Source: an optimization exercise on an open RTL-to-GDS flow (aim: small area). Production flows keep margins and buffers that such runs may drop. Where RTL was checked, it was by simulation tests only, not by an equivalence proof against the original. Only the layout flow was run in run 3; the RTL was not checked for function there. Power figures rest on the tool's default switching activity, not on a simulated workload.

File: config.mk
export PLATFORM = sky130hd
export DESIGN_NAME = cpi_top
export DESIGN_NICKNAME = cpi_top
export VERILOG_FILES = /design/flow/design.v
export SDC_FILE = /design/flow/constraint.sdc
export NUM_CORES = 4
export LEC_CHECK = 0
export CAP_MARGIN = 0
export CORE_MARGIN = 2
export CORE_UTILIZATION = 60
export SLEW_MARGIN = 0
File: constraint.sdc
create_clock -name core_clock -period 10.0 [get_ports {s_cam_clk_dft}]
set_input_delay 2.0000 -clock core_clock [delete_from_list [all_inputs] [get_ports {s_cam_clk_dft}]]
set_output_delay 2.0000 -clock core_clock [all_outputs]
set_load 0.01 [all_outputs]
File: design.v
`default_nettype none
package cpi_pix_pkg;
    typedef logic [7:0] cam_byte_t;
    typedef logic [7:0] chan_t;
    typedef logic [15:0] coord_t;
    typedef logic [16:0] filt_sum_t;
    typedef logic [31:0] pix_word_t;
    typedef struct packed {
        chan_t r;
        chan_t g;
        chan_t b;
    } rgb_t;
    typedef struct packed {
        cam_byte_t first;
        cam_byte_t second;
    } cpi_pair_t;
endpackage
`default_nettype wire
`default_nettype none
package cpi_cfg_pkg;
    typedef enum logic [2:0] {
        FMT_RGB565     = 3'b000,
        FMT_RGB555     = 3'b001,
        FMT_RGB444     = 3'b010,
        FMT_BYP_LITEND = 3'b100,
        FMT_BYP_BIGEND = 3'b101
    } cpi_format_e;
    typedef logic [7:0] coeff_t;
    typedef logic [3:0] shift_t;
    typedef logic [5:0] drop_cnt_t;
    typedef struct packed {
        logic        enable;
        logic        vsync_pol;   
        logic        drop_en;
        drop_cnt_t   drop_val;    
        logic        slice_en;
        cpi_format_e format;
        shift_t      shift;
        logic [15:0]         row_len;     
        logic [15:0]         llx;
        logic [15:0]         lly;
        logic [15:0]         urx;
        logic [15:0]         ury;
        coeff_t      coeff_r;
        coeff_t      coeff_g;
        coeff_t      coeff_b;
    } cpi_cfg_t;
endpackage
`default_nettype wire
`timescale 1ns/1ps
`default_nettype none
module cpi_frame_ctrl (
    input  logic                  s_cam_clk_dft,
    input  logic                  rstn_i,
    input  cpi_cfg_pkg::cpi_cfg_t cfg_i,
    input  logic                  cam_vsync_i,
    output logic                  active_o,
    output logic                  frame_ok_o,
    output logic                  sof_o
);
    logic [1:0] en_sync_q;
    logic       en_s;
    logic       vsync_adj;
    logic       vsync_q;
    logic       active_q;
    logic [5:0] skip_q;      
    logic       skip_zero;
    assign en_s      = en_sync_q[1];
    assign vsync_adj = cam_vsync_i ^ cfg_i.vsync_pol;
    assign sof_o     = vsync_adj & ~vsync_q & en_s;
    assign skip_zero = (skip_q == 6'd0);
    assign active_o   = active_q;
    assign frame_ok_o = active_q & skip_zero;
    always_ff @(posedge s_cam_clk_dft or negedge rstn_i) begin
        if (!rstn_i) begin
            en_sync_q <= 2'b00;
        end else begin
            en_sync_q <= {en_sync_q[0], cfg_i.enable};
        end
    end
    always_ff @(posedge s_cam_clk_dft or negedge rstn_i) begin
        if (!rstn_i) begin
            vsync_q <= 1'b0;
        end else if (en_s) begin
            vsync_q <= vsync_adj;
        end
    end
    always_ff @(posedge s_cam_clk_dft or negedge rstn_i) begin
        if (!rstn_i) begin
            active_q <= 1'b0;
        end else if (!en_s) begin
            active_q <= 1'b0;
        end else if (sof_o) begin
            active_q <= 1'b1;
        end
    end
    logic       skip_ev;
    logic [5:0] skip_dec;
    logic [6:0] skip_bw;
    assign skip_ev    = sof_o & active_q;
    assign skip_bw[0] = skip_ev & ~skip_zero;
    for (genvar i = 0; i < 6; i++) begin : g_dec
        assign skip_dec[i]  = skip_q[i] ^ skip_bw[i];
        assign skip_bw[i+1] = ~skip_q[i] & skip_bw[i];
    end
    always_ff @(posedge s_cam_clk_dft) begin
        skip_q <= {6{en_s}} & (skip_dec | ({6{skip_ev & skip_zero & cfg_i.drop_en}} & cfg_i.drop_val));
    end
endmodule
`default_nettype wire
`timescale 1ns/1ps
`default_nettype none
module cpi_sampler (
    input  logic                   s_cam_clk_dft,
    input  logic                   rstn_i,
    input  cpi_cfg_pkg::cpi_cfg_t  cfg_i,
    input  cpi_pix_pkg::cam_byte_t cam_data_i,
    input  logic                   cam_hsync_i,
    input  logic                   active_i,
    input  logic                   frame_ok_i,
    input  logic                   sof_i,
    output cpi_pix_pkg::cam_byte_t first_o,
    output logic                   pair_valid_o
);
    logic        phase_first_q;
    logic [7:0]  first_q;
    logic [15:0] col_q;
    logic [15:0] row_q;
    logic        x_lo_seen_q;    
    logic        x_hi_past_q;    
    logic        y_lo_seen_q;
    logic        y_hi_past_q;
    logic        line_on;
    logic        second_byte;
    logic        in_window;
    logic        col_at_llx;
    logic        col_at_urx;
    logic        row_at_lly;
    logic        row_at_ury;
    logic        col_last;
    logic        row_last;
    assign line_on     = cam_hsync_i & active_i;
    assign second_byte = line_on & ~phase_first_q;
    assign col_at_llx = (col_q == cfg_i.llx);
    assign col_at_urx = (col_q == cfg_i.urx);
    assign row_at_lly = (row_q == cfg_i.lly);
    assign row_at_ury = (row_q == cfg_i.ury);
    assign col_last   = (col_q == cfg_i.row_len);
    assign in_window = ~cfg_i.slice_en |
                       ((x_lo_seen_q | col_at_llx) & ~x_hi_past_q &
                        (y_lo_seen_q | row_at_lly) & ~y_hi_past_q);
    assign first_o      = first_q;
    assign pair_valid_o = second_byte & frame_ok_i & in_window;
    always_ff @(posedge s_cam_clk_dft or negedge rstn_i) begin
        if (!rstn_i) begin
            phase_first_q <= 1'b1;
        end else if (!line_on) begin
            phase_first_q <= 1'b1;
        end else begin
            phase_first_q <= ~phase_first_q;
        end
    end
    always_ff @(posedge s_cam_clk_dft) begin
        first_q <= cam_data_i;
    end
    logic        clear;
    logic        col_step;
    logic        row_step;
    logic [15:0] col_inc;
    logic [15:0] row_inc;
    logic [16:0] col_cy;
    logic [16:0] row_cy;
    assign clear    = sof_i | ~active_i;
    assign col_step = second_byte & cfg_i.slice_en;
    assign row_step = col_step & col_last;
    assign col_cy[0] = col_step;
    assign row_cy[0] = row_step;
    for (genvar i = 0; i < 16; i++) begin : g_inc
        assign col_inc[i]  = col_q[i] ^ col_cy[i];
        assign col_cy[i+1] = col_q[i] & col_cy[i];
        assign row_inc[i]  = row_q[i] ^ row_cy[i];
        assign row_cy[i+1] = row_q[i] & row_cy[i];
    end
    assign row_last = row_cy[16];
    always_ff @(posedge s_cam_clk_dft) begin
        col_q       <= {16{~clear & ~row_step}} & col_inc;
        row_q       <= {16{~clear}} & row_inc;
        x_lo_seen_q <= ~clear & ~row_step & (x_lo_seen_q | (col_step & col_at_llx));
        x_hi_past_q <= ~clear & ~row_step & (x_hi_past_q | (col_step & col_at_urx));
        y_lo_seen_q <= ~clear & ~row_last & (y_lo_seen_q | (row_step & row_at_lly));
        y_hi_past_q <= ~clear & ~row_last & (y_hi_past_q | (row_step & row_at_ury));
    end
endmodule
`default_nettype wire
`timescale 1ns/1ps
`default_nettype none
module cpi_pixel_format (
    input  cpi_cfg_pkg::cpi_cfg_t  cfg_i,
    input  cpi_pix_pkg::cam_byte_t prev_i,
    input  cpi_pix_pkg::cam_byte_t cam_i,
    input  logic                   cycle_b_i,
    output logic [7:0]             sb_o,
    output logic [7:0]             ga_o,
    output logic [15:0]            byp_o,
    output logic                   is_rgb_o
);
    always_comb begin
        sb_o     = '0;
        ga_o     = '0;
        byp_o    = {prev_i, cam_i};   
        is_rgb_o = 1'b1;
        case (cfg_i.format)
            cpi_cfg_pkg::FMT_RGB565: begin
                if (cycle_b_i) begin
                    sb_o = {prev_i[4:0], 3'b000};
                end else begin
                    sb_o = {prev_i[7:3], 3'b000};
                    ga_o = {prev_i[2:0], cam_i[7:5], 2'b00};
                end
            end
            cpi_cfg_pkg::FMT_RGB555: begin
                if (cycle_b_i) begin
                    sb_o = {prev_i[4:0], 3'b000};
                end else begin
                    sb_o = {prev_i[6:2], 3'b000};
                    ga_o = {prev_i[1:0], cam_i[7:5], 3'b000};
                end
            end
            cpi_cfg_pkg::FMT_RGB444: begin
                sb_o = {prev_i[3:0], 4'b0000};
                if (!cycle_b_i) begin
                    ga_o = {cam_i[7:4], 4'b0000};
                end
            end
            cpi_cfg_pkg::FMT_BYP_BIGEND: begin
                is_rgb_o = 1'b0;
                byp_o    = {cam_i, prev_i};
            end
            default: is_rgb_o = 1'b0;
        endcase
    end
endmodule
`default_nettype wire
`timescale 1ns/1ps
`default_nettype none
module cpi_luma_filter (
    input  logic                   s_cam_clk_dft,
    input  logic                   rstn_i,
    input  cpi_cfg_pkg::cpi_cfg_t  cfg_i,
    input  logic [7:0]             sb_i,
    input  logic [7:0]             ga_i,
    input  logic [15:0]            byp_i,
    input  logic                   is_rgb_i,
    input  logic                   pair_valid_i,
    output logic                   cycle_b_o,
    output logic [15:0]            word_o,
    output logic                   wr_pend_o,
    output logic                   word_valid_o
);
    logic [16:0] sum_d;
    logic [16:0] hold_q;
    logic        rgb_v1_q;
    logic        pend_q;      
    logic [7:0]  sc;
    logic [16:0] acc;
    assign cycle_b_o = rgb_v1_q;
    assign sc  = rgb_v1_q ? cfg_i.coeff_b : cfg_i.coeff_r;
    assign acc = rgb_v1_q ? hold_q : (is_rgb_i ? 17'd0 : {1'b0, byp_i});
    cpi_luma_mac u_mac (
        .sb  ( sb_i          ),
        .sc  ( sc            ),
        .ga  ( ga_i          ),
        .cg  ( cfg_i.coeff_g ),
        .acc ( acc           ),
        .sum ( sum_d         )
    );
    always_ff @(posedge s_cam_clk_dft or negedge rstn_i) begin
        if (!rstn_i) begin
            rgb_v1_q     <= 1'b0;
            pend_q       <= 1'b0;
            word_valid_o <= 1'b0;
        end else begin
            rgb_v1_q     <= pair_valid_i & is_rgb_i;
            pend_q       <= rgb_v1_q | (pair_valid_i & ~is_rgb_i);
            word_valid_o <= pend_q;
        end
    end
    always_ff @(posedge s_cam_clk_dft) begin
        hold_q <= sum_d;
    end
    assign wr_pend_o = pend_q;
    logic [3:0]  sh;
    logic [16:0] t8, t4, t2, t1;
    assign sh = (is_rgb_i && cfg_i.shift <= 4'd9) ? cfg_i.shift : 4'd0;
    assign t1 = sh[0] ? (hold_q >> 1) : hold_q;
    assign t2 = sh[1] ? (t1 >> 2) : t1;
    assign t4 = sh[2] ? (t2 >> 4) : t2;
    assign t8 = sh[3] ? (t4 >> 8) : t4;
    assign word_o = t8[15:0];
endmodule
module cpi_luma_mac (
    input  logic [7:0]  sb,
    input  logic [7:0]  sc,
    input  logic [7:0]  ga,
    input  logic [7:0]  cg,
    input  logic [16:0] acc,
    output logic [16:0] sum
);
    logic n1, n2, n3, n4, n5, n6, n7, n8, n9, n10, n11, n12, n13, n14, n15, n16, n17, n18, n19, n20, n21, n22, n23, n24, n25, n26, n27, n28, n29, n30, n31, n32, n33, n34, n35, n36, n37, n38, n39, n40, n41, n42, n43, n44, n45, n46, n47, n48, n49, n50, n51, n52, n53, n54, n55, n56, n57, n58, n59, n60, n61, n62, n63, n64, n65, n66, n67, n68, n69, n70, n71, n72, n73, n74, n75, n76, n77, n78, n79, n80, n81, n82, n83, n84, n85, n86, n87, n88, n89, n90, n91, n92, n93, n94, n95, n96, n97, n98, n99, n100, n101, n102, n103, n104, n105, n106, n107, n108, n109, n110, n111, n112, n113, n114, n115, n116, n117, n118, n119, n120, n121, n122, n123, n124, n125, n126, n127, n128, n129, n130, n131, n132, n133, n134, n135, n136, n137, n138, n139, n140, n141, n142, n143, n144, n145, n146, n147, n148, n149, n150, n151, n152, n153, n154, n155, n156, n157, n158, n159, n160, n161, n162, n163;
    assign n1 = ((ga[2] & cg[1]) | acc[3]) ^ (ga[3] & cg[0]) ^ (sb[3] & sc[0]);
    assign n2 = (((ga[2] & cg[1]) | acc[3]) & (ga[3] & cg[0])) | ((sb[3] & sc[0]) & (((ga[2] & cg[1]) | acc[3]) ^ (ga[3] & cg[0])));
    assign n3 = ((ga[2] & cg[2]) | acc[4]) ^ (ga[3] & cg[1]) ^ (ga[4] & cg[0]);
    assign n4 = (((ga[2] & cg[2]) | acc[4]) & (ga[3] & cg[1])) | ((ga[4] & cg[0]) & (((ga[2] & cg[2]) | acc[4]) ^ (ga[3] & cg[1])));
    assign n5 = (sb[3] & sc[1]) ^ (sb[4] & sc[0]) ^ n2;
    assign n6 = ((sb[3] & sc[1]) & (sb[4] & sc[0])) | (n2 & ((sb[3] & sc[1]) ^ (sb[4] & sc[0])));
    assign n7 = n3 ^ n5;
    assign n8 = n3 & n5;
    assign n9 = ((ga[2] & cg[3]) | acc[5]) ^ (ga[3] & cg[2]) ^ (ga[4] & cg[1]);
    assign n10 = (((ga[2] & cg[3]) | acc[5]) & (ga[3] & cg[2])) | ((ga[4] & cg[1]) & (((ga[2] & cg[3]) | acc[5]) ^ (ga[3] & cg[2])));
    assign n11 = (ga[5] & cg[0]) ^ (sb[3] & sc[2]) ^ (sb[4] & sc[1]);
    assign n12 = ((ga[5] & cg[0]) & (sb[3] & sc[2])) | ((sb[4] & sc[1]) & ((ga[5] & cg[0]) ^ (sb[3] & sc[2])));
    assign n13 = (sb[5] & sc[0]) ^ n4 ^ n11;
    assign n14 = ((sb[5] & sc[0]) & n4) | (n11 & ((sb[5] & sc[0]) ^ n4));
    assign n15 = n9 ^ n6 ^ n13;
    assign n16 = (n9 & n6) | (n13 & (n9 ^ n6));
    assign n17 = n8 ^ n15;
    assign n18 = n8 & n15;
    assign n19 = ((ga[2] & cg[4]) | acc[6]) ^ (ga[3] & cg[3]) ^ (ga[4] & cg[2]);
    assign n20 = (((ga[2] & cg[4]) | acc[6]) & (ga[3] & cg[3])) | ((ga[4] & cg[2]) & (((ga[2] & cg[4]) | acc[6]) ^ (ga[3] & cg[3])));
    assign n21 = (ga[5] & cg[1]) ^ (ga[6] & cg[0]) ^ (sb[3] & sc[3]);
    assign n22 = ((ga[5] & cg[1]) & (ga[6] & cg[0])) | ((sb[3] & sc[3]) & ((ga[5] & cg[1]) ^ (ga[6] & cg[0])));
    assign n23 = (sb[4] & sc[2]) ^ (sb[5] & sc[1]) ^ (sb[6] & sc[0]);
    assign n24 = ((sb[4] & sc[2]) & (sb[5] & sc[1])) | ((sb[6] & sc[0]) & ((sb[4] & sc[2]) ^ (sb[5] & sc[1])));
    assign n25 = n10 ^ n12 ^ n19;
    assign n26 = (n10 & n12) | (n19 & (n10 ^ n12));
    assign n27 = n21 ^ n23 ^ n14;
    assign n28 = (n21 & n23) | (n14 & (n21 ^ n23));
    assign n29 = n25 ^ n16 ^ n27;
    assign n30 = (n25 & n16) | (n27 & (n25 ^ n16));
    assign n31 = n18 ^ n29;
    assign n32 = n18 & n29;
    assign n33 = ((ga[2] & cg[5]) | acc[7]) ^ (ga[3] & cg[4]) ^ (ga[4] & cg[3]);
    assign n34 = (((ga[2] & cg[5]) | acc[7]) & (ga[3] & cg[4])) | ((ga[4] & cg[3]) & (((ga[2] & cg[5]) | acc[7]) ^ (ga[3] & cg[4])));
    assign n35 = (ga[5] & cg[2]) ^ (ga[6] & cg[1]) ^ (ga[7] & cg[0]);
    assign n36 = ((ga[5] & cg[2]) & (ga[6] & cg[1])) | ((ga[7] & cg[0]) & ((ga[5] & cg[2]) ^ (ga[6] & cg[1])));
    assign n37 = (sb[3] & sc[4]) ^ (sb[4] & sc[3]) ^ (sb[5] & sc[2]);
    assign n38 = ((sb[3] & sc[4]) & (sb[4] & sc[3])) | ((sb[5] & sc[2]) & ((sb[3] & sc[4]) ^ (sb[4] & sc[3])));
    assign n39 = (sb[6] & sc[1]) ^ (sb[7] & sc[0]) ^ n20;
    assign n40 = ((sb[6] & sc[1]) & (sb[7] & sc[0])) | (n20 & ((sb[6] & sc[1]) ^ (sb[7] & sc[0])));
    assign n41 = n22 ^ n24 ^ n33;
    assign n42 = (n22 & n24) | (n33 & (n22 ^ n24));
    assign n43 = n35 ^ n37 ^ n26;
    assign n44 = (n35 & n37) | (n26 & (n35 ^ n37));
    assign n45 = n39 ^ n41 ^ n28;
    assign n46 = (n39 & n41) | (n28 & (n39 ^ n41));
    assign n47 = n43 ^ n30 ^ n45;
    assign n48 = (n43 & n30) | (n45 & (n43 ^ n30));
    assign n49 = n32 ^ n47;
    assign n50 = n32 & n47;
    assign n51 = ((ga[2] & cg[6]) | acc[8]) ^ (ga[3] & cg[5]) ^ (ga[4] & cg[4]);
    assign n52 = (((ga[2] & cg[6]) | acc[8]) & (ga[3] & cg[5])) | ((ga[4] & cg[4]) & (((ga[2] & cg[6]) | acc[8]) ^ (ga[3] & cg[5])));
    assign n53 = (ga[5] & cg[3]) ^ (ga[6] & cg[2]) ^ (ga[7] & cg[1]);
    assign n54 = ((ga[5] & cg[3]) & (ga[6] & cg[2])) | ((ga[7] & cg[1]) & ((ga[5] & cg[3]) ^ (ga[6] & cg[2])));
    assign n55 = (sb[3] & sc[5]) ^ (sb[4] & sc[4]) ^ (sb[5] & sc[3]);
    assign n56 = ((sb[3] & sc[5]) & (sb[4] & sc[4])) | ((sb[5] & sc[3]) & ((sb[3] & sc[5]) ^ (sb[4] & sc[4])));
    assign n57 = (sb[6] & sc[2]) ^ (sb[7] & sc[1]) ^ n34;
    assign n58 = ((sb[6] & sc[2]) & (sb[7] & sc[1])) | (n34 & ((sb[6] & sc[2]) ^ (sb[7] & sc[1])));
    assign n59 = n36 ^ n38 ^ n51;
    assign n60 = (n36 & n38) | (n51 & (n36 ^ n38));
    assign n61 = n53 ^ n55 ^ n40;
    assign n62 = (n53 & n55) | (n40 & (n53 ^ n55));
    assign n63 = n42 ^ n57 ^ n59;
    assign n64 = (n42 & n57) | (n59 & (n42 ^ n57));
    assign n65 = n44 ^ n61 ^ n63;
    assign n66 = (n44 & n61) | (n63 & (n44 ^ n61));
    assign n67 = n46 ^ n65 ^ n48;
    assign n68 = (n46 & n65) | (n48 & (n46 ^ n65));
    assign n69 = n50 ^ n67;
    assign n70 = n50 & n67;
    assign n71 = ((ga[2] & cg[7]) | acc[9]) ^ (ga[3] & cg[6]) ^ (ga[4] & cg[5]);
    assign n72 = (((ga[2] & cg[7]) | acc[9]) & (ga[3] & cg[6])) | ((ga[4] & cg[5]) & (((ga[2] & cg[7]) | acc[9]) ^ (ga[3] & cg[6])));
    assign n73 = (ga[5] & cg[4]) ^ (ga[6] & cg[3]) ^ (ga[7] & cg[2]);
    assign n74 = ((ga[5] & cg[4]) & (ga[6] & cg[3])) | ((ga[7] & cg[2]) & ((ga[5] & cg[4]) ^ (ga[6] & cg[3])));
    assign n75 = (sb[3] & sc[6]) ^ (sb[4] & sc[5]) ^ (sb[5] & sc[4]);
    assign n76 = ((sb[3] & sc[6]) & (sb[4] & sc[5])) | ((sb[5] & sc[4]) & ((sb[3] & sc[6]) ^ (sb[4] & sc[5])));
    assign n77 = (sb[6] & sc[3]) ^ (sb[7] & sc[2]) ^ n52;
    assign n78 = ((sb[6] & sc[3]) & (sb[7] & sc[2])) | (n52 & ((sb[6] & sc[3]) ^ (sb[7] & sc[2])));
    assign n79 = n54 ^ n56 ^ n71;
    assign n80 = (n54 & n56) | (n71 & (n54 ^ n56));
    assign n81 = n73 ^ n75 ^ n58;
    assign n82 = (n73 & n75) | (n58 & (n73 ^ n75));
    assign n83 = n60 ^ n77 ^ n79;
    assign n84 = (n60 & n77) | (n79 & (n60 ^ n77));
    assign n85 = n62 ^ n81 ^ n64;
    assign n86 = (n62 & n81) | (n64 & (n62 ^ n81));
    assign n87 = n83 ^ n66 ^ n85;
    assign n88 = (n83 & n66) | (n85 & (n83 ^ n66));
    assign n89 = n87 ^ n68 ^ n70;
    assign n90 = (n87 & n68) | (n70 & (n87 ^ n68));
    assign n91 = ((ga[3] & cg[7]) | acc[10]) ^ (ga[4] & cg[6]) ^ (ga[5] & cg[5]);
    assign n92 = (((ga[3] & cg[7]) | acc[10]) & (ga[4] & cg[6])) | ((ga[5] & cg[5]) & (((ga[3] & cg[7]) | acc[10]) ^ (ga[4] & cg[6])));
    assign n93 = (ga[6] & cg[4]) ^ (ga[7] & cg[3]) ^ (sb[3] & sc[7]);
    assign n94 = ((ga[6] & cg[4]) & (ga[7] & cg[3])) | ((sb[3] & sc[7]) & ((ga[6] & cg[4]) ^ (ga[7] & cg[3])));
    assign n95 = (sb[4] & sc[6]) ^ (sb[5] & sc[5]) ^ (sb[6] & sc[4]);
    assign n96 = ((sb[4] & sc[6]) & (sb[5] & sc[5])) | ((sb[6] & sc[4]) & ((sb[4] & sc[6]) ^ (sb[5] & sc[5])));
    assign n97 = (sb[7] & sc[3]) ^ n72 ^ n74;
    assign n98 = ((sb[7] & sc[3]) & n72) | (n74 & ((sb[7] & sc[3]) ^ n72));
    assign n99 = n76 ^ n91 ^ n93;
    assign n100 = (n76 & n91) | (n93 & (n76 ^ n91));
    assign n101 = n95 ^ n78 ^ n80;
    assign n102 = (n95 & n78) | (n80 & (n95 ^ n78));
    assign n103 = n97 ^ n99 ^ n82;
    assign n104 = (n97 & n99) | (n82 & (n97 ^ n99));
    assign n105 = n101 ^ n84 ^ n103;
    assign n106 = (n101 & n84) | (n103 & (n101 ^ n84));
    assign n107 = n86 ^ n105 ^ n88;
    assign n108 = (n86 & n105) | (n88 & (n86 ^ n105));
    assign n109 = n107 ^ n90;
    assign n110 = n107 & n90;
    assign n111 = ((ga[4] & cg[7]) | acc[11]) ^ (ga[5] & cg[6]) ^ (ga[6] & cg[5]);
    assign n112 = (((ga[4] & cg[7]) | acc[11]) & (ga[5] & cg[6])) | ((ga[6] & cg[5]) & (((ga[4] & cg[7]) | acc[11]) ^ (ga[5] & cg[6])));
    assign n113 = (ga[7] & cg[4]) ^ (sb[4] & sc[7]) ^ (sb[5] & sc[6]);
    assign n114 = ((ga[7] & cg[4]) & (sb[4] & sc[7])) | ((sb[5] & sc[6]) & ((ga[7] & cg[4]) ^ (sb[4] & sc[7])));
    assign n115 = (sb[6] & sc[5]) ^ (sb[7] & sc[4]) ^ n92;
    assign n116 = ((sb[6] & sc[5]) & (sb[7] & sc[4])) | (n92 & ((sb[6] & sc[5]) ^ (sb[7] & sc[4])));
    assign n117 = n94 ^ n96 ^ n111;
    assign n118 = (n94 & n96) | (n111 & (n94 ^ n96));
    assign n119 = n113 ^ n98 ^ n100;
    assign n120 = (n113 & n98) | (n100 & (n113 ^ n98));
    assign n121 = n115 ^ n117 ^ n102;
    assign n122 = (n115 & n117) | (n102 & (n115 ^ n117));
    assign n123 = n119 ^ n104 ^ n121;
    assign n124 = (n119 & n104) | (n121 & (n119 ^ n104));
    assign n125 = n106 ^ n123 ^ n108;
    assign n126 = (n106 & n123) | (n108 & (n106 ^ n123));
    assign n127 = n125 ^ n110;
    assign n128 = n125 & n110;
    assign n129 = ((ga[5] & cg[7]) | acc[12]) ^ (ga[6] & cg[6]) ^ (ga[7] & cg[5]);
    assign n130 = (((ga[5] & cg[7]) | acc[12]) & (ga[6] & cg[6])) | ((ga[7] & cg[5]) & (((ga[5] & cg[7]) | acc[12]) ^ (ga[6] & cg[6])));
    assign n131 = (sb[5] & sc[7]) ^ (sb[6] & sc[6]) ^ (sb[7] & sc[5]);
    assign n132 = ((sb[5] & sc[7]) & (sb[6] & sc[6])) | ((sb[7] & sc[5]) & ((sb[5] & sc[7]) ^ (sb[6] & sc[6])));
    assign n133 = n112 ^ n114 ^ n129;
    assign n134 = (n112 & n114) | (n129 & (n112 ^ n114));
    assign n135 = n131 ^ n116 ^ n118;
    assign n136 = (n131 & n116) | (n118 & (n131 ^ n116));
    assign n137 = n133 ^ n120 ^ n135;
    assign n138 = (n133 & n120) | (n135 & (n133 ^ n120));
    assign n139 = n122 ^ n137 ^ n124;
    assign n140 = (n122 & n137) | (n124 & (n122 ^ n137));
    assign n141 = n139 ^ n126 ^ n128;
    assign n142 = (n139 & n126) | (n128 & (n139 ^ n126));
    assign n143 = ((ga[6] & cg[7]) | acc[13]) ^ (ga[7] & cg[6]) ^ (sb[6] & sc[7]);
    assign n144 = (((ga[6] & cg[7]) | acc[13]) & (ga[7] & cg[6])) | ((sb[6] & sc[7]) & (((ga[6] & cg[7]) | acc[13]) ^ (ga[7] & cg[6])));
    assign n145 = (sb[7] & sc[6]) ^ n130 ^ n132;
    assign n146 = ((sb[7] & sc[6]) & n130) | (n132 & ((sb[7] & sc[6]) ^ n130));
    assign n147 = n143 ^ n134 ^ n145;
    assign n148 = (n143 & n134) | (n145 & (n143 ^ n134));
    assign n149 = n136 ^ n147 ^ n138;
    assign n150 = (n136 & n147) | (n138 & (n136 ^ n147));
    assign n151 = n149 ^ n140 ^ n142;
    assign n152 = (n149 & n140) | (n142 & (n149 ^ n140));
    assign n153 = ((ga[7] & cg[7]) | acc[14]) ^ (sb[7] & sc[7]) ^ n144;
    assign n154 = (((ga[7] & cg[7]) | acc[14]) & (sb[7] & sc[7])) | (n144 & (((ga[7] & cg[7]) | acc[14]) ^ (sb[7] & sc[7])));
    assign n155 = n146 ^ n153 ^ n148;
    assign n156 = (n146 & n153) | (n148 & (n146 ^ n153));
    assign n157 = n155 ^ n150 ^ n152;
    assign n158 = (n155 & n150) | (n152 & (n155 ^ n150));
    assign n159 = acc[15] ^ n154 ^ n156;
    assign n160 = (acc[15] & n154) | (n156 & (acc[15] ^ n154));
    assign n161 = n159 ^ n158;
    assign n162 = n159 & n158;
    assign n163 = acc[16] ^ n160 ^ n162;
    assign sum[0] = acc[0];
    assign sum[1] = acc[1];
    assign sum[2] = ((ga[2] & cg[0]) | acc[2]);
    assign sum[3] = n1;
    assign sum[4] = n7;
    assign sum[5] = n17;
    assign sum[6] = n31;
    assign sum[7] = n49;
    assign sum[8] = n69;
    assign sum[9] = n89;
    assign sum[10] = n109;
    assign sum[11] = n127;
    assign sum[12] = n141;
    assign sum[13] = n151;
    assign sum[14] = n157;
    assign sum[15] = n161;
    assign sum[16] = n163;
endmodule
`default_nettype wire
`timescale 1ns/1ps
`default_nettype none
module cpi_out_fifo (
    input  logic        s_cam_clk_dft,
    input  logic        rstn_i,
    input  logic        flush_i,
    input  logic [15:0] wr_data_i,
    input  logic        wr_pend_i,
    input  logic        wr_valid_i,
    output logic [31:0] rd_data_o,
    output logic        rd_valid_o,
    input  logic        rd_ready_i,
    output logic        overflow_o
);
    logic [15:0] mem [8];
    logic [2:0]  rd_idx_q;
    logic [2:0]  rd_idx_d;
    logic        empty_q;
    logic        empty_d;
    logic        pend_q;
    logic        idx7;
    logic        full;
    logic        full_d;
    logic        wr_en;
    logic        rd_en;
    logic        shift_in;
    assign idx7       = (rd_idx_q == 3'd7);
    assign full       = ~empty_q & ~pend_q & idx7;
    assign wr_en      = pend_q & ~flush_i;
    assign rd_valid_o = ~empty_q;
    assign rd_en      = ~empty_q & rd_ready_i;
    assign full_d     = ~flush_i & ~rd_en & ~empty_q & idx7;
    assign shift_in   = wr_pend_i & ~full_d;
    always_comb begin
        rd_idx_d = rd_idx_q;
        if (flush_i) begin
            rd_idx_d = shift_in ? 3'd0 : 3'd7;
        end else if (shift_in && !rd_en) begin
            rd_idx_d = rd_idx_q + 3'd1;
        end else if (rd_en && !shift_in) begin
            rd_idx_d = rd_idx_q - 3'd1;
        end
    end
    assign empty_d = flush_i | (empty_q & ~wr_en) |
                     (~empty_q & (rd_idx_q == {2'b00, pend_q}) & rd_en & ~wr_en);
    always_ff @(posedge s_cam_clk_dft or negedge rstn_i) begin
        if (!rstn_i) begin
            rd_idx_q   <= 3'd7;
            empty_q    <= 1'b1;
            pend_q     <= 1'b0;
            overflow_o <= 1'b0;
        end else begin
            rd_idx_q <= rd_idx_d;
            empty_q  <= empty_d;
            pend_q   <= shift_in;
            if (flush_i) begin
                overflow_o <= 1'b0;
            end else if (wr_valid_i && full) begin
                overflow_o <= 1'b1;
            end
        end
    end
    logic [15:0] rd_word;
    always_comb begin
        rd_word = '0;
        for (int i = 0; i < 8; i++) begin
            rd_word = rd_word | (mem[i] & {16{rd_idx_q == 3'(i)}});
        end
    end
    assign rd_data_o = {16'd0, rd_word};
    always_ff @(posedge s_cam_clk_dft) begin
        if (shift_in) begin
            mem[0] <= wr_data_i;
            for (int i = 1; i < 8; i++) begin
                mem[i] <= mem[i-1];
            end
        end
    end
endmodule
`default_nettype wire
`timescale 1ns/1ps
`default_nettype none
module cpi_top #(
    parameter int unsigned FIFO_DEPTH = 8
) (
    input  logic                   s_cam_clk_dft,
    input  logic                   rstn_i,
    input  logic                   cfg_enable_i,
    input  logic                   cfg_vsync_pol_i,
    input  logic                   cfg_drop_en_i,
    input  logic [5:0]             cfg_drop_val_i,
    input  logic                   cfg_slice_en_i,
    input  logic [2:0]             cfg_format_i,
    input  logic [3:0]             cfg_shift_i,
    input  logic [15:0]            cfg_row_len_i,
    input  logic [15:0]            cfg_llx_i,
    input  logic [15:0]            cfg_lly_i,
    input  logic [15:0]            cfg_urx_i,
    input  logic [15:0]            cfg_ury_i,
    input  logic [7:0]             cfg_coeff_r_i,
    input  logic [7:0]             cfg_coeff_g_i,
    input  logic [7:0]             cfg_coeff_b_i,
    input  logic [7:0]             cam_data_i,
    input  logic                   cam_hsync_i,
    input  logic                   cam_vsync_i,
    output logic [31:0]            out_data_o,
    output logic                   out_valid_o,
    input  logic                   out_ready_i,
    output logic                   overflow_o,
    output logic                   frame_evt_o
);
    cpi_cfg_pkg::cpi_cfg_t cfg_i;
    assign cfg_i.enable    = cfg_enable_i;
    assign cfg_i.vsync_pol = cfg_vsync_pol_i;
    assign cfg_i.drop_en   = cfg_drop_en_i;
    assign cfg_i.drop_val  = cfg_drop_val_i;
    assign cfg_i.slice_en  = cfg_slice_en_i;
    assign cfg_i.format    = cpi_cfg_pkg::cpi_format_e'(cfg_format_i);
    assign cfg_i.shift     = cfg_shift_i;
    assign cfg_i.row_len   = cfg_row_len_i;
    assign cfg_i.llx       = cfg_llx_i;
    assign cfg_i.lly       = cfg_lly_i;
    assign cfg_i.urx       = cfg_urx_i;
    assign cfg_i.ury       = cfg_ury_i;
    assign cfg_i.coeff_r   = cfg_coeff_r_i;
    assign cfg_i.coeff_g   = cfg_coeff_g_i;
    assign cfg_i.coeff_b   = cfg_coeff_b_i;
    logic        active;
    logic        frame_ok;
    logic        sof;
    cpi_pix_pkg::cam_byte_t prev;
    logic        pair_valid;
    logic [7:0]  sb;
    logic [7:0]  ga;
    logic [15:0] byp;
    logic        is_rgb;
    logic        cycle_b;
    logic [15:0] word;
    logic        wr_pend;
    logic        word_valid;
    assign frame_evt_o = sof;
    cpi_frame_ctrl u_frame_ctrl (
        .s_cam_clk_dft ( s_cam_clk_dft ),
        .rstn_i        ( rstn_i        ),
        .cfg_i         ( cfg_i         ),
        .cam_vsync_i   ( cam_vsync_i   ),
        .active_o      ( active        ),
        .frame_ok_o    ( frame_ok      ),
        .sof_o         ( sof           )
    );
    cpi_sampler u_sampler (
        .s_cam_clk_dft ( s_cam_clk_dft ),
        .rstn_i        ( rstn_i        ),
        .cfg_i         ( cfg_i         ),
        .cam_data_i    ( cam_data_i    ),
        .cam_hsync_i   ( cam_hsync_i   ),
        .active_i      ( active        ),
        .frame_ok_i    ( frame_ok      ),
        .sof_i         ( sof           ),
        .first_o       ( prev          ),
        .pair_valid_o  ( pair_valid    )
    );
    cpi_pixel_format u_pixel_format (
        .cfg_i         ( cfg_i         ),
        .prev_i        ( prev          ),
        .cam_i         ( cam_data_i    ),
        .cycle_b_i     ( cycle_b       ),
        .sb_o          ( sb            ),
        .ga_o          ( ga            ),
        .byp_o         ( byp           ),
        .is_rgb_o      ( is_rgb        )
    );
    cpi_luma_filter u_luma_filter (
        .s_cam_clk_dft ( s_cam_clk_dft ),
        .rstn_i        ( rstn_i        ),
        .cfg_i         ( cfg_i         ),
        .sb_i          ( sb            ),
        .ga_i          ( ga            ),
        .byp_i         ( byp           ),
        .is_rgb_i      ( is_rgb        ),
        .pair_valid_i  ( pair_valid    ),
        .cycle_b_o     ( cycle_b       ),
        .word_o        ( word          ),
        .wr_pend_o     ( wr_pend       ),
        .word_valid_o  ( word_valid    )
    );
    cpi_out_fifo u_out_fifo (
        .s_cam_clk_dft ( s_cam_clk_dft ),
        .rstn_i        ( rstn_i        ),
        .flush_i       ( ~cfg_i.enable ),   
        .wr_data_i     ( word          ),
        .wr_pend_i     ( wr_pend       ),
        .wr_valid_i    ( word_valid    ),
        .rd_data_o     ( out_data_o    ),
        .rd_valid_o    ( out_valid_o   ),
        .rd_ready_i    ( out_ready_i   ),
        .overflow_o    ( overflow_o    )
    );
endmodule
`default_nettype wire
File: flow/run.sh
#!/bin/bash
# The standard layout (the standard.sh, with its standard synthesis) with
# a few placement and CTS choices changed through ORFS variables:
#  - port buffers use the smallest buffer cell (buf_1) instead of
#    clkdlybuf4s50_1; every port still gets its own buffer,
#  - CTS clusters at most 10 sinks within 60 um per clkbuf_4 and inserts no
#    dummy loads,
#  - the single tie cell from synthesis is kept instead of one per tied port.
# The full make output goes to standard.log; ORFS keeps each step's log under
# orfs/logs/.
set -euo pipefail
export BUFFER_PORTS_ARGS="-buffer_cell sky130_fd_sc_hd__buf_1"
export CTS_ARGS="-sink_clustering_enable -repair_clock_nets -dont_use_dummy_load -sink_clustering_size 10 -sink_clustering_max_diameter 60 -buf_list sky130_fd_sc_hd__clkbuf_4"
export SKIP_REPAIR_TIE_FANOUT=1
bash standard.sh > standard.log 2>&1
File: standard.sh
#!/bin/bash
# synth_recipe.tcl (not shown) runs the flow's synth.tcl, then flattens the netlist and writes it again
# the make line also repeats each setting of config.mk as NAME=value (left out here)
make -C /OpenROAD-flow-scripts/flow DESIGN_CONFIG=/design/flow/config.mk WORK_HOME=/design/flow/orfs CLKGATE_MAP_FILE= SYNTH_SCRIPT=/design/flow/synth_recipe.tcl "${@:-finish}"
==> flow_metrics.tcl, run 1 <==
set metrics [dict create \
    status "timing/DRC/antenna clean" \
    cts.hold.buffers_added 0 \
    grt_remaining_overflow 0 \
    gpl.final_weighted_congestion 0.895 \
    die_width_um 146 \
    worst_ir_drop_vdd_mv 0.0857 \
    static-leakage-power_uw 0.00476 \
    timing_hold_violations_final 0 \
    clk_skew_ns 0.0990 \
    critical_path_class "in -> reg" \
    worst_slew_pin_slew_ns 1.15 \
    rsz0062_at_grt "no" \
    synth.top_cells.by_area "sky130_fd_sc_hd__edfxtp_1 32%, sky130_fd_sc_hd__fa_1 12%, sky130_fd_sc_hd__dfxtp_1 11%, sky130_fd_sc_hd__ha_1 5.3%, sky130_fd_sc_hd__mux2i_1 4.6%" \
    worstHoldPathCells 0 \
    grt_pass1_vias 8182 \
    grt_usage 0.250 \
    coreArea_um2 19600 \
    critical_path.reg2reg.endpoint "u_luma_filter.hold_q[16]" \
    grt_max_degree 80 \
    area.growth.synth_to_final_pct 7.42 \
    period_minus_slack_ns 8.49 \
    worstPathArrival_ns 9.02 \
    grt_antenna_before_repair 0 \
    clkSinkCount 209 \
    placement.cell_area_um2 12800 \
    viasPerCell 5.87 \
    max_cap_violations 0 \
    worst_path_largest_cell_delay_ns 0.83 \
    dp.final_hpwl_um 19300 \
    critPathRequiredTime_ns 10.53 \
    cellPowerDensity_nw_per_um2 146 \
    dominantRegCellSynth "sky130_fd_sc_hd__edfxtp_1" \
    post_synth.cell_area_avg_um2 12.3 \
    post_synth_num_cell_types 72 \
    synth_top_area_frac 0.324 \
    netlist_instances 980 \
    cts-buffers-inserted 27 \
    cpLargestDelayFamily "adder cells" \
    io_pins 169 \
    worst_path_most_repeated_cell "sky130_fd_sc_hd__fa_1" \
    slew_violations 0 \
    worst_hold_path_type "reg -> reg" \
    relSlewSlack 0.230 \
    reg2reg_slack_ns 2.92 \
    initial_utilization 0.616 \
    dieArea_um2 21300 \
    final_layout_size_suffix_gt1_frac 0.0681 \
    seq_area_frac_synth 0.461 \
    remaining_drc_errors 0 \
    initialDrtViolationCount 564 \
    placement_rows 51 \
    cp-start-kind "primary input" \
    first_pass_grt_wire_length_um 42700 \
    post_cts_resized 0 \
    worst_setup_hold_path_clk_slew_ns 0.11 \
    post_cts_setup_buffers 0 \
    insertion_delay_ns 0.68 \
    drt-total-wl_um 26500 \
    hold_crit_endpoint "u_frame_ctrl.en_sync_q[1]" \
    crit_path_top_delay_cell "sky130_fd_sc_hd__buf_1" \
    period_share 0.849 \
    antenna_cells 0 \
    antenna_violating_nets_post_route 0 \
    nNetsFinal 1376 \
    origin_of_the_critical_flop_to_flop_path "u_luma_filter.rgb_v1_q" \
    setup-tns-final_ns 0 \
    post-route-util 0.661 \
    finalHoldWorstSlack_ns 0.317 \
    clock_tree_from_tritoncts "built" \
    cts_max_level 1 \
    asyncSetResetFlopFracSynth 0.0670 \
    cp-end-kind "flip-flop" \
    synthesis.yosys.warnings 6 \
    synth_edf_count 130 \
    yosys.area.top_type "sky130_fd_sc_hd__edfxtp_1" \
    routed-via-count 8102 \
    crit_path_max_fanout 18 \
    die-height_um 146 \
    finalSetupViolations 0 \
    avgRoutedWirePerCell_um 19.2 \
    buffer_type_at_the_clock_tree_root "sky130_fd_sc_hd__clkbuf_4" \
    achievable-frequency_ghz 0.118 \
    buffering_stage_count_on_the_worst_path_with_inverters_included 4 \
    post_syn_area_um2 12100 \
    nFillCells 1597 \
    hold_path_startpoint "u_frame_ctrl.en_sync_q[0]" \
    synth_register_bits 209 \
    drt-pass1-iter-count 6 \
    final_design_area_no_fill_um2 13000 \
    max-clock-path-buffers 3 \
    io_buffer_count 152 \
    path_depth_of_the_worst_reg2reg_path 22 \
]
kinds of logic (layout without fill, tap and decap cells):
logic type | count (synthesis) | in the layout | share of synthesized area
AOI/OAI and AO/OA | 147 | 147 | 0.0994
xor gates and xnor gates | 87 | 87 | 0.0632
adders and majority gates | 124 | 124 | 0.174
buffers and inverters | 97 | 233 | 0.0398
DFF | 209 | 209 | 0.461
muxes | 67 | 67 | 0.0577
other | 1 | 1 | 0.000311
and+or+nand+nor | 248 | 248 | 0.104
layout by cell type, fill, tap and decap left out, types with 4 or more instances in the layout:
cell type and n:
sky130_fd_sc_hd__dfxtp_1 65, sky130_fd_sc_hd__nor3_1 7, sky130_fd_sc_hd__ha_1 51, sky130_fd_sc_hd__a21boi_1 4, sky130_fd_sc_hd__o211ai_1 6, sky130_fd_sc_hd__clkbuf_4 27, sky130_fd_sc_hd__buf_4 13, sky130_fd_sc_hd__nand4_1 14
sky130_fd_sc_hd__fa_1 73, sky130_fd_sc_hd__dfstp_2 5, sky130_fd_sc_hd__a221o_1 15, sky130_fd_sc_hd__nor2_1 28, sky130_fd_sc_hd__xor2_1 27, sky130_fd_sc_hd__a221oi_1 11, sky130_fd_sc_hd__o21ai_0 15, sky130_fd_sc_hd__nor4_1 9
sky130_fd_sc_hd__xnor2_1 60, sky130_fd_sc_hd__nand3_1 9, sky130_fd_sc_hd__nand2_1 106, sky130_fd_sc_hd__mux2_2 10, sky130_fd_sc_hd__buf_1 152, sky130_fd_sc_hd__o21a_1 4, sky130_fd_sc_hd__dfrtp_1 9, sky130_fd_sc_hd__a22oi_1 5
sky130_fd_sc_hd__edfxtp_1 130, sky130_fd_sc_hd__a21oi_1 19, sky130_fd_sc_hd__a222oi_1 30, sky130_fd_sc_hd__a211oi_1 6, sky130_fd_sc_hd__mux2i_1 56, sky130_fd_sc_hd__and2_1 47, sky130_fd_sc_hd__inv_1 39, sky130_fd_sc_hd__nor2b_1 6
layer usage:
layer | GRT usage | routed length [µm] | share of wire | vias to the layer above
li1 | - | - | - | 3820
met4 | 0.0735 | 702 | 0.027 | 0
met5 | 0 | 0 | 0 | -
met1 | 0.346 | 11600 | 0.44 | 3941
met2 | 0.412 | 12400 | 0.47 | 292
met3 | 0.0414 | 1760 | 0.066 | 49
synth_stat cells, drive strengths merged, types with 4 or more instances:
| cell type | count |
|---|---|
| nor2 | 30 |
| nand4 | 14 |
| mux2 | 10 |
| clkbuf | 20 |
| a221o | 15 |
| a21boi | 7 |
| nand3 | 11 |
| inv | 41 |
| fa | 73 |
| xnor2 | 60 |
| nor3 | 8 |
| dfstp | 5 |
| and2 | 48 |
| ha | 51 |
| nor4 | 10 |
| o21a | 4 |
| nand2 | 106 |
| mux2i | 56 |
| dfxtp | 65 |
| o211ai | 7 |
| edfxtp | 130 |
| a22oi | 5 |
| buf | 36 |
| a221oi | 11 |
| o21ai | 16 |
| xor2 | 27 |
| a222oi | 30 |
| a21oi | 20 |
| dfrtp | 9 |
| a211oi | 9 |
| nor2b | 6 |
through the flow:
step           instances  setup slack [ns]  power (µW)
3_5_place_dp        1354             0.866        1520
2_1_floorplan        980              1.72        1360
6_report            1381              1.51        1900
3_3_place_gp        1354             0.928        1520
4_1_cts             1381              1.58        1910
5_1_grt             1381              1.22        2010
worst register-to-register path, cell delays in order, from the launching register on:
cell	delay (ns)
sky130_fd_sc_hd__dfrtp_1	0.37
sky130_fd_sc_hd__buf_4	0.24
sky130_fd_sc_hd__or2_1	0.37
sky130_fd_sc_hd__a211oi_2	0.51
sky130_fd_sc_hd__and2_1	0.25
sky130_fd_sc_hd__fa_1	0.41
sky130_fd_sc_hd__inv_1	0.09
sky130_fd_sc_hd__fa_1	0.42
sky130_fd_sc_hd__fa_1	0.40
sky130_fd_sc_hd__fa_1	0.43
sky130_fd_sc_hd__fa_1	0.42
sky130_fd_sc_hd__fa_1	0.48
sky130_fd_sc_hd__inv_1	0.04
sky130_fd_sc_hd__ha_1	0.18
sky130_fd_sc_hd__fa_1	0.36
sky130_fd_sc_hd__ha_1	0.19
sky130_fd_sc_hd__ha_1	0.19
sky130_fd_sc_hd__fa_1	0.38
sky130_fd_sc_hd__fa_1	0.39
sky130_fd_sc_hd__fa_1	0.38
sky130_fd_sc_hd__ha_1	0.20
sky130_fd_sc_hd__xor2_1	0.15
sky130_fd_sc_hd__xnor2_1	0.12
registers in the layout, summed over array words and instances (netlist names), 2 cells and up:
register	flops
u_out_fifo.rd_idx_q	3
u_luma_filter.hold_q	17
u_sampler.row_q	16
u_frame_ctrl.skip_q	6
u_sampler.col_q	16
u_frame_ctrl.en_sync_q	2
u_sampler.first_q	8
u_out_fifo.mem	128
layout make-up:
cell class	count	area, µm²	share of cell area
clock buffer	27	203	0.0156
inverter	41	154	0.0119
multi-input combinational	674	6040	0.466
sequential	209	5560	0.429
tap	265	332	0.0256
timing repair buffer	165	668	0.0516
power breakdown:
group	switching, µW	total [µW]	internal (µW)
combinational	287	500	213
clock	264	387	123
sequential	54.7	1010	954
how the worst max path moves through the flow:
stage / start / to / cells after the start
floorplan: cfg_format_i[2] / u_luma_filter.hold_q[16] / 23
global placement: cfg_format_i[0] / u_luma_filter.hold_q[16] / 25
detailed placement: cfg_format_i[0] / u_luma_filter.hold_q[16] / 25
CTS: cfg_format_i[0] / u_luma_filter.hold_q[16] / 25
global route: cfg_format_i[0] / u_luma_filter.hold_q[16] / 22
finish: cfg_format_i[0] / u_luma_filter.hold_q[16] / 25
==> run 2, diff against run 1 <==
==> run.sh (new file) <==
#!/bin/bash
# synth_recipe.tcl (not shown) runs the flow's synth.tcl, then flattens the netlist and writes it again
# the make line also repeats each setting of config.mk as NAME=value (left out here)
make -C /OpenROAD-flow-scripts/flow DESIGN_CONFIG=/design/flow/config.mk WORK_HOME=/design/flow/orfs CLKGATE_MAP_FILE= SYNTH_SCRIPT=/design/flow/synth_recipe.tcl finish
--- a/config.mk
+++ b/config.mk
@@ -8,4 +8,7 @@
 export CAP_MARGIN = 0
 export CORE_MARGIN = 2
 export CORE_UTILIZATION = 60
+export CTS_BUF_LIST = sky130_fd_sc_hd__clkbuf_8
+export CTS_CLUSTER_DIAMETER = 80
+export CTS_CLUSTER_SIZE = 16
 export SLEW_MARGIN = 0
removed: flow/run.sh
removed: standard.sh
==> run 2 against run 1 <==
Compared with the run above:
- final cell count is 1.2% higher
- sequential power hardly changed
- combinational power is 12% higher
- clock skew is 0.079 ns lower
- synthesized area stayed put
- sequential share of layout area is 3.3 points lower
- first-iteration DRC count is 23% higher
- global-route usage is 0.087 points lower
- critical endpoint unchanged
- largest cell class unchanged
==> flow_metrics.tcl, run 2 <==
set metrics [dict create \
    status "timing/DRC/antenna clean" \
    synth.cells.most_frequent "130 x sky130_fd_sc_hd__edfxtp_1, 106 x sky130_fd_sc_hd__nand2_1, 73 x sky130_fd_sc_hd__fa_1" \
    dp.final_hpwl_um 19900 \
    finalHoldWorstSlack_ns 0.340 \
    synth_edf_count 130 \
    crit_path_max_fanout 16 \
    viasPerCell 5.84 \
    critPathRequiredTime_ns 10.40 \
    cts_max_level 1 \
    grt_max_degree 68 \
    largest_registers "u_out_fifo.mem x128, u_luma_filter.hold_q x17" \
    top_register "u_out_fifo.mem" \
    die-height_um 146 \
    antenna_cells 0 \
    buffering_stage_count_on_the_worst_path_with_inverters_included 3 \
    drt-pass1-iter-count 6 \
    timing.critical_path.cells "clkdlybuf4s50_1 -> nand3_2 -> mux2i_1 -> o21ai_0 -> fa_1 -> inv_1 -> fa_1 -> fa_1 -> fa_1 -> fa_1 -> fa_1 -> inv_1 -> ha_1 -> fa_1 -> ha_1 -> ha_1 -> fa_1 -> fa_1 -> fa_1 -> ha_1 -> xor2_1 -> xnor2_1" \
    placement_rows 51 \
    period_share 0.900 \
    post_synth_num_cell_types 72 \
    drt-total-wl_um 26400 \
    final_layout_size_suffix_gt1_frac 0.0592 \
    post_cts_setup_buffers 0 \
    worst_path_largest_cell_delay_ns 0.97 \
    post-layout-total-power_uw 2010 \
    most_common_library_cell_in_the_layout_ignoring_fill_and_taps "sky130_fd_sc_hd__clkdlybuf4s50_1" \
    initial_utilization 0.616 \
    static-leakage-power_uw 0.00527 \
    netlist_instances 980 \
    worstPathArrival_ns 9.41 \
    remaining_drc_errors 0 \
    cellPowerDensity_nw_per_um2 143 \
    clk_skew_ns 0.0204 \
    yosys.area_share.xor_xnor 0.0632 \
    rsz0062_at_grt "no" \
    worst_hold_path_type "reg -> reg" \
    io_pins 169 \
    adder_cell_share_of_the_synthesized_area 0.174 \
    post_synth.cell_area_avg_um2 12.3 \
    period_minus_slack_ns 9.00 \
    yosysMostFrequentCell "sky130_fd_sc_hd__edfxtp_1" \
    asyncSetResetFlopFracSynth 0.0670 \
    synth.top_cells.by_area "sky130_fd_sc_hd__edfxtp_1 32%, sky130_fd_sc_hd__fa_1 12%, sky130_fd_sc_hd__dfxtp_1 11%, sky130_fd_sc_hd__ha_1 5.3%, sky130_fd_sc_hd__mux2i_1 4.6%" \
    dominantRegCellSynth "sky130_fd_sc_hd__edfxtp_1" \
    gpl.final_weighted_congestion 0.926 \
    worst_setup_hold_path_clk_slew_ns 0.10 \
    io_buffer_count 152 \
    clkSinkCount 209 \
    worst_path_most_repeated_cell "sky130_fd_sc_hd__fa_1" \
    main_combinational_cell_family_by_area_after_synthesis "adder cells" \
    finalSetupViolations 0 \
    coreArea_um2 19600 \
    buffer_type_at_the_clock_tree_root "sky130_fd_sc_hd__clkbuf_8" \
    post_synth_mux_area_share 0.0577 \
    nNetsFinal 1379 \
    layout.cells.most_common_list "152 x sky130_fd_sc_hd__clkdlybuf4s50_1, 130 x sky130_fd_sc_hd__edfxtp_1, 106 x sky130_fd_sc_hd__nand2_1, 73 x sky130_fd_sc_hd__fa_1, 65 x sky130_fd_sc_hd__dfxtp_1" \
    synthesis.yosys.warnings 6 \
    dieArea_um2 21300 \
    setup-tns-final_ns 0 \
    yosys.area.top_type "sky130_fd_sc_hd__edfxtp_1" \
    timing_hold_violations_final 0 \
    nFillCells 1459 \
    relSlewSlack 0.407 \
    routed-via-count 8159 \
    insertion_delay_ns 0.52 \
    avgRoutedWirePerCell_um 18.9 \
    first_pass_grt_wire_length_um 42900 \
    crit_path_top_delay_cell "sky130_fd_sc_hd__clkdlybuf4s50_1" \
    post_syn_area_um2 12100 \
    critical_path_class "in -> reg" \
    antenna_violating_nets_post_route 0 \
    synth_top_area_frac 0.324 \
    grt_usage 0.250 \
    slew_violations 0 \
    area.growth.synth_to_final_pct 16.4 \
    die_width_um 146 \
    reg2reg_slack_ns 2.87 \
    achievable-frequency_ghz 0.111 \
    worst_slew_pin_slew_ns 0.890 \
    grt_remaining_overflow 0 \
    cp-end-kind "flip-flop" \
    cts.hold.buffers_added 0 \
    initialDrtViolationCount 691 \
    post-route-util 0.717 \
    grt_pass1_vias 8219 \
    grt_antenna_before_repair 0 \
    max_reg_flops 128 \
    worst_ir_drop_vdd_mv 0.0787 \
    clock_tree_from_tritoncts "built" \
    max-clock-path-buffers 3 \
    synth_register_bits 209 \
    cts-buffers-inserted 17 \
    cpLargestDelayFamily "adder cells" \
    synthSimpleGateAreaFrac 0.104 \
    seq_area_frac_synth 0.461 \
    max_cap_violations 0 \
    synth_compound_gate_area_share 0.0994 \
    cp-start-kind "primary input" \
    post_cts_resized 0 \
]
[run 2: area by class of cell]
| cell class | instances | area, µm² | share of cell area |
|---|---|---|---|
| multi-input combinational | 689 | 6090 | 0.434 |
| clock buffer | 17 | 234 | 0.0167 |
| timing repair buffer | 163 | 1600 | 0.114 |
| sequential | 209 | 5560 | 0.396 |
| inverter | 41 | 154 | 0.0110 |
| tap | 265 | 332 | 0.0236 |
| clock inverter | 13 | 62.6 | 0.00446 |
[run 2: metrics by stage]
stage | cell area, µm² | cells | setup slack, ns
floorplan | 12100 | 995 | 1.72
global placement | 13700 | 1367 | 0.586
detailed placement | 13700 | 1367 | 0.471
CTS | 14000 | 1397 | 1.02
global route | 14000 | 1397 | 0.577
finish | 14000 | 1397 | 0.995
[run 2: worst paths after layout]
| path | end | startpoint | cells past startpoint |
|---|---|---|---|
| worst max-delay path | u_luma_filter.hold_q[16] | cfg_format_i[0] | 22 |
| worst min-delay path | u_frame_ctrl.en_sync_q[1] | u_frame_ctrl.en_sync_q[0] | 0 |
| worst max register to register | u_luma_filter.hold_q[16] | u_luma_filter.rgb_v1_q | 24 |
| worst min register to register | u_frame_ctrl.en_sync_q[1] | u_frame_ctrl.en_sync_q[0] | 0 |
| max in group asynchronous | u_frame_ctrl.en_sync_q[0] | rstn_i | 1 |
| min in group asynchronous | u_frame_ctrl.en_sync_q[1] | rstn_i | 1 |
[run 2: where the power goes]
part	internal, µW	switching [µW]
logic	271	288
registers	953	58.5
clock network	164	277
total	1390	624
[run 2: kinds of logic (layout without fill, tap and decap cells)]
| group | after synthesis | in the layout |
|---|---|---|
| AOI/OAI and AO/OA | 147 | 147 |
| xor gates and xnor gates | 87 | 87 |
| adders and majority gates | 124 | 124 |
| buffers and inverters | 97 | 234 |
| DFF | 209 | 209 |
| muxes | 67 | 67 |
| other | 1 | 16 |
| and+or+nand+nor | 248 | 248 |
[run 2: layer usage]
layer / share of wire / up-vias / GRT usage
li1: - / 3817 / -
met3: 0.056 / 36 / 0.0313
met2: 0.49 / 295 / 0.421
met4: 0.017 / 0 / 0.0593
met5: 0 / - / 0
met1: 0.43 / 4011 / 0.348
==> run 3, diff against run 2 <==
--- a/design.v
+++ b/design.v
@@ -265,7 +265,7 @@
     logic [16:0] acc;
     assign cycle_b_o = rgb_v1_q;
     assign sc  = rgb_v1_q ? cfg_i.coeff_b : cfg_i.coeff_r;
-    assign acc = rgb_v1_q ? hold_q : (is_rgb_i ? 17'd0 : {1'b0, byp_i});
+    assign acc = rgb_v1_q ? hold_q : 17'd0;
     cpi_luma_mac u_mac (
         .sb  ( sb_i          ),
         .sc  ( sc            ),
@@ -286,7 +286,7 @@
         end
     end
     always_ff @(posedge s_cam_clk_dft) begin
-        hold_q <= sum_d;
+        hold_q <= is_rgb_i ? sum_d : {1'b0, byp_i};   
     end
     assign wr_pend_o = pend_q;
     logic [3:0]  sh;
@@ -470,8 +470,8 @@
     assign n161 = n159 ^ n158;
     assign n162 = n159 & n158;
     assign n163 = acc[16] ^ n160 ^ n162;
-    assign sum[0] = acc[0];
-    assign sum[1] = acc[1];
+    assign sum[0] = 1'b0;
+    assign sum[1] = 1'b0;
     assign sum[2] = ((ga[2] & cg[0]) | acc[2]);
     assign sum[3] = n1;
     assign sum[4] = n7;
==> flow/run.sh (new file) <==
#!/bin/bash
# The standard layout (the standard.sh, standard synthesis included) with
# three placement/CTS choices changed through ORFS variables:
#  - port buffers use the smallest buffer cell instead of clkdlybuf4s50_1,
#  - CTS builds larger sink clusters with clkbuf_8 and inserts no dummy loads,
#  - the single tie cell from synthesis is kept instead of one per tied port.
set -euo pipefail
export BUFFER_PORTS_ARGS="-buffer_cell sky130_fd_sc_hd__buf_1"
export CTS_ARGS="-sink_clustering_enable -repair_clock_nets -dont_use_dummy_load -sink_clustering_size 16 -sink_clustering_max_diameter 80 -buf_list sky130_fd_sc_hd__clkbuf_8"
export SKIP_REPAIR_TIE_FANOUT=1
bash standard.sh > standard.log 2>&1
==> standard.sh (new file) <==
#!/bin/bash
# synth_recipe.tcl (not shown) runs the flow's synth.tcl, then flattens the netlist and writes it again
# the make line also repeats each setting of config.mk as NAME=value (left out here)
make -C /OpenROAD-flow-scripts/flow DESIGN_CONFIG=/design/flow/config.mk WORK_HOME=/design/flow/orfs CLKGATE_MAP_FILE= SYNTH_SCRIPT=/design/flow/synth_recipe.tcl "${@:-finish}"
--- a/config.mk
+++ b/config.mk
@@ -8,7 +8,4 @@
 export CAP_MARGIN = 0
 export CORE_MARGIN = 2
 export CORE_UTILIZATION = 60
-export CTS_BUF_LIST = sky130_fd_sc_hd__clkbuf_8
-export CTS_CLUSTER_DIAMETER = 80
-export CTS_CLUSTER_SIZE = 16
 export SLEW_MARGIN = 0
removed: run.sh
==> run 3 against run 2 <==
Compared with the run above:
- still clean on timing, DRC and antenna
- non-clock buffer count is 2 lower
- sequential power is 6% lower
- total power is 12% lower
- die area is 3.3% higher
- largest cell class unchanged
- largest power group unchanged
- highest routed layer unchanged
==> flow_metrics.tcl, run 3 <==
set metrics [dict create \
    worstHoldPathCells 0 \
    setup-tns-final_ns 0 \
    coreArea_um2 20300 \
    dp.final_hpwl_um 19500 \
    clk_skew_ns 0.0412 \
    slew_violations 0 \
    synthesis.yosys.warnings 6 \
    io_pins 169 \
    drt-pass1-iter-count 5 \
    worst_path_largest_cell_delay_ns 0.69 \
    clock_tree_from_tritoncts "built" \
    cellPowerDensity_nw_per_um2 132 \
    worst_path_most_repeated_cell "sky130_fd_sc_hd__fa_1" \
    die-height_um 148 \
    initial_utilization 0.614 \
    main_combinational_cell_family_by_area_after_synthesis "adder cells" \
    yosys.area.top_type "sky130_fd_sc_hd__edfxtp_1" \
    worst_slew_pin_slew_ns 0.952 \
    max_reg_flops 128 \
    synthSimpleGateAreaFrac 0.114 \
    cts.hold.buffers_added 0 \
    final_layout_size_suffix_gt1_frac 0.0563 \
    period_minus_slack_ns 8.47 \
    reg2reg_slack_ns 2.72 \
    drt-total-wl_um 26100 \
    cts_max_level 1 \
    post_syn_area_um2 12500 \
    post-route-util 0.657 \
    cp-start-kind "primary input" \
    insertion_delay_ns 0.51 \
    synth_edf_count 128 \
    most_common_library_cell_in_the_layout_ignoring_fill_and_taps "sky130_fd_sc_hd__buf_1" \
    synth_compound_gate_area_share 0.111 \
    remaining_drc_errors 0 \
    largest_registers "u_out_fifo.mem x128, u_luma_filter.hold_q x17" \
    synth_register_bits 209 \
    grt_pass1_vias 8308 \
    antenna_cells 0 \
    first_pass_grt_wire_length_um 42500 \
    grt_antenna_before_repair 0 \
    cpLargestDelayFamily "adder cells" \
    hold_path_startpoint "u_frame_ctrl.en_sync_q[0]" \
    routed-via-count 8250 \
    period_share 0.847 \
    die_width_um 148 \
    netlist_instances 1053 \
    top_register "u_out_fifo.mem" \
    nNetsFinal 1433 \
    worstPathArrival_ns 8.84 \
    placement_rows 52 \
    worst_setup_hold_path_clk_slew_ns 0.10 \
    intPower_uw 1250 \
    critical_path.reg2reg.endpoint "u_luma_filter.hold_q[16]" \
    asyncSetResetFlopFracSynth 0.0670 \
    dieArea_um2 22000 \
    io_buffer_count 152 \
    synth_top_area_frac 0.308 \
    crit_path_top_delay_cell "sky130_fd_sc_hd__buf_1" \
    status "timing/DRC/antenna clean" \
    cts-buffers-inserted 17 \
    power.combinational.fraction 0.227 \
    finalHoldWorstSlack_ns 0.357 \
    post_cts_setup_buffers 0 \
    relSlewSlack 0.365 \
    post_synth.cell_area_avg_um2 11.8 \
    sequential_group_share_of_total_power 0.540 \
    max-clock-path-buffers 3 \
    grt_max_degree 68 \
    layout.cells.most_common_list "152 x sky130_fd_sc_hd__buf_1, 128 x sky130_fd_sc_hd__edfxtp_1, 92 x sky130_fd_sc_hd__nand2_1, 85 x sky130_fd_sc_hd__inv_1, 73 x sky130_fd_sc_hd__fa_1" \
    switching_share 0.293 \
    timing_hold_violations_final 0 \
    synth.top_cells.by_area "sky130_fd_sc_hd__edfxtp_1 31%, sky130_fd_sc_hd__fa_1 12%, sky130_fd_sc_hd__dfxtp_1 11%, sky130_fd_sc_hd__ha_1 5.1%, sky130_fd_sc_hd__mux2i_1 3.7%" \
    rsz0062_at_grt "no" \
    finalSetupViolations 0 \
    grt_remaining_overflow 0 \
    gpl.final_weighted_congestion 0.905 \
    power.switching_uw 517 \
    static-leakage-power_uw 0.00521 \
    area.growth.synth_to_final_pct 6.97 \
    max_cap_violations 0 \
    synth.cells.most_frequent "128 x sky130_fd_sc_hd__edfxtp_1, 92 x sky130_fd_sc_hd__nand2_1, 85 x sky130_fd_sc_hd__inv_1" \
    post_synth_mux_area_share 0.0478 \
    cp-end-kind "flip-flop" \
    crit_path_max_fanout 19 \
    buffer_type_at_the_clock_tree_root "sky130_fd_sc_hd__clkbuf_8" \
    critical_path_class "in -> reg" \
    adder_cell_share_of_the_synthesized_area 0.168 \
    post_cts_resized 0 \
    origin_of_the_critical_flop_to_flop_path "u_luma_filter.rgb_v1_q" \
    post_synth_num_cell_types 75 \
    path_depth_of_the_worst_reg2reg_path 28 \
    antenna_violating_nets_post_route 0 \
    seq_area_frac_synth 0.444 \
    yosys.area_share.xor_xnor 0.0611 \
    clkSinkCount 209 \
    avgRoutedWirePerCell_um 18.1 \
    worst_ir_drop_vdd_mv 0.0611 \
    yosysMostFrequentCell "sky130_fd_sc_hd__edfxtp_1" \
    grt_usage 0.241 \
    worst_hold_path_type "reg -> reg" \
    hold_crit_endpoint "u_frame_ctrl.en_sync_q[1]" \
    buffering_stage_count_on_the_worst_path_with_inverters_included 6 \
    initialDrtViolationCount 651 \
    p_clk_frac 0.232 \
    viasPerCell 5.72 \
    critPathRequiredTime_ns 10.37 \
    dominantRegCellSynth "sky130_fd_sc_hd__edfxtp_1" \
    achievable-frequency_ghz 0.118 \
]
## run 3: changes by cell type after synthesis, moves of 8 or more
cell and change:
sky130_fd_sc_hd__inv_1 +46, sky130_fd_sc_hd__o21ai_0 +16, sky130_fd_sc_hd__nand2_1 -14, sky130_fd_sc_hd__xnor2_1 -13
sky130_fd_sc_hd__xor2_1 +13, sky130_fd_sc_hd__mux2i_1 -10, sky130_fd_sc_hd__buf_2 +8
## run 3: per-layer routing
layer	track usage	up-vias	routed length [µm]	part of all wire
met4	0.0410	0	259	0.0099
li1	-	3991	-	-
met5	0	-	0	0
met3	0.0322	23	1260	0.048
met2	0.403	216	12400	0.48
met1	0.347	4020	12100	0.46
## run 3: final cells by class
| type | instances | area (µm²) |
|---|---|---|
| fill | 1644 | 6960 |
| clock buffer | 17 | 234 |
| multi-input combinational | 700 | 6270 |
| inverter | 86 | 323 |
| tap | 270 | 338 |
| sequential | 209 | 5540 |
| timing repair buffer | 161 | 638 |
## run 3: worst register-to-register path, delay by kind of cell (launching register included)
kind | cells | cell delay, ns
AND/OR/NAND/NOR | 4 | 0.71
adder cells (fa/ha/maj) | 14 | 4.39
multiplexers | 1 | 0.09
AO/OA/AOI/OAI | 1 | 0.08
buffers and inverters | 6 | 0.71
flip-flops | 1 | 0.87
XOR/XNOR | 2 | 0.29
## run 3: per-stage QoR
stage | worst slack, ns | std cells | total power [µW] | area [µm²]
CTS | 1.59 | 1443 | 1780 | 13300
global route | 1.16 | 1443 | 1860 | 13300
global placement | 1.10 | 1426 | 1370 | 13100
finish | 1.53 | 1443 | 1770 | 13300
detailed placement | 1.05 | 1426 | 1380 | 13100
floorplan | 1.48 | 1053 | 1260 | 12500
## run 3: cell families (layout without fill, tap and decap cells)
kind of cell | count (synthesis) | after routing
XOR/XNOR | 87 | 87
AO/OA/AOI/OAI | 166 | 166
AND/OR/NAND/NOR | 265 | 265
other | 1 | 1
multiplexers | 57 | 57
flip-flops | 209 | 209
adder cells (fa/ha/maj) | 124 | 124
buffers and inverters | 144 | 264
## run 3: how the worst max path moves through the flow
stage                               start                        to  cells after the start
after floorplan              cfg_enable_i         u_out_fifo.pend_q                      2
after global placement    cfg_format_i[0]  u_luma_filter.hold_q[16]                     27
after detailed placement  cfg_format_i[0]  u_luma_filter.hold_q[16]                     27
after CTS                 cfg_format_i[0]  u_luma_filter.hold_q[16]                     27
after global routing      cfg_format_i[0]  u_luma_filter.hold_q[16]                     27
final                     cfg_format_i[0]  u_luma_filter.hold_q[16]                     27
## run 3: power by group through the flow
| stage | sequential, µW | combinational (µW) | clock [µW] |
|---|---|---|---|
| 2_1_floorplan | 963 | 298 | 0 |
| 5_1_grt | 958 | 454 | 452 |
| 3_5_place_dp | 974 | 403 | 0 |
| 6_report | 954 | 402 | 411 |
| 3_3_place_gp | 974 | 400 | 0 |
| 4_1_cts | 954 | 405 | 426 |

## re-timing with driven ports
The flow's constraints put no driver on any port. The routed layouts listed below were extracted and timed again, unchanged, in two steps.
Step 1 sets driving cells, clkbuf_16 on the clock port and buf_2 on the other inputs (assumed; they add their load-dependent delay and slew).
Step 2 times the ports against the registers' clock, not the clock port: input delays grow and output delays shrink by t, the midpoint of the rising clock arrivals with the driver on.
a / b / c = ideal ports / drivers / drivers and shift; a / b = the first two.
run	t (ns)	setup slack, ns	worst data-port slew with drivers (ns)
run 1	0.662	1.510 / 1.508 / 0.846	0.07
run 2	0.550	0.995 / 1.010 / 0.461	0.06
run 3	0.528	1.533 / 1.513 / 0.985	0.06
After both steps setup and hold are still met in every run listed. For run 1, which loses most, drivers alone change the setup slack by -0.002 ns; drivers and shift together by -0.664 ns.
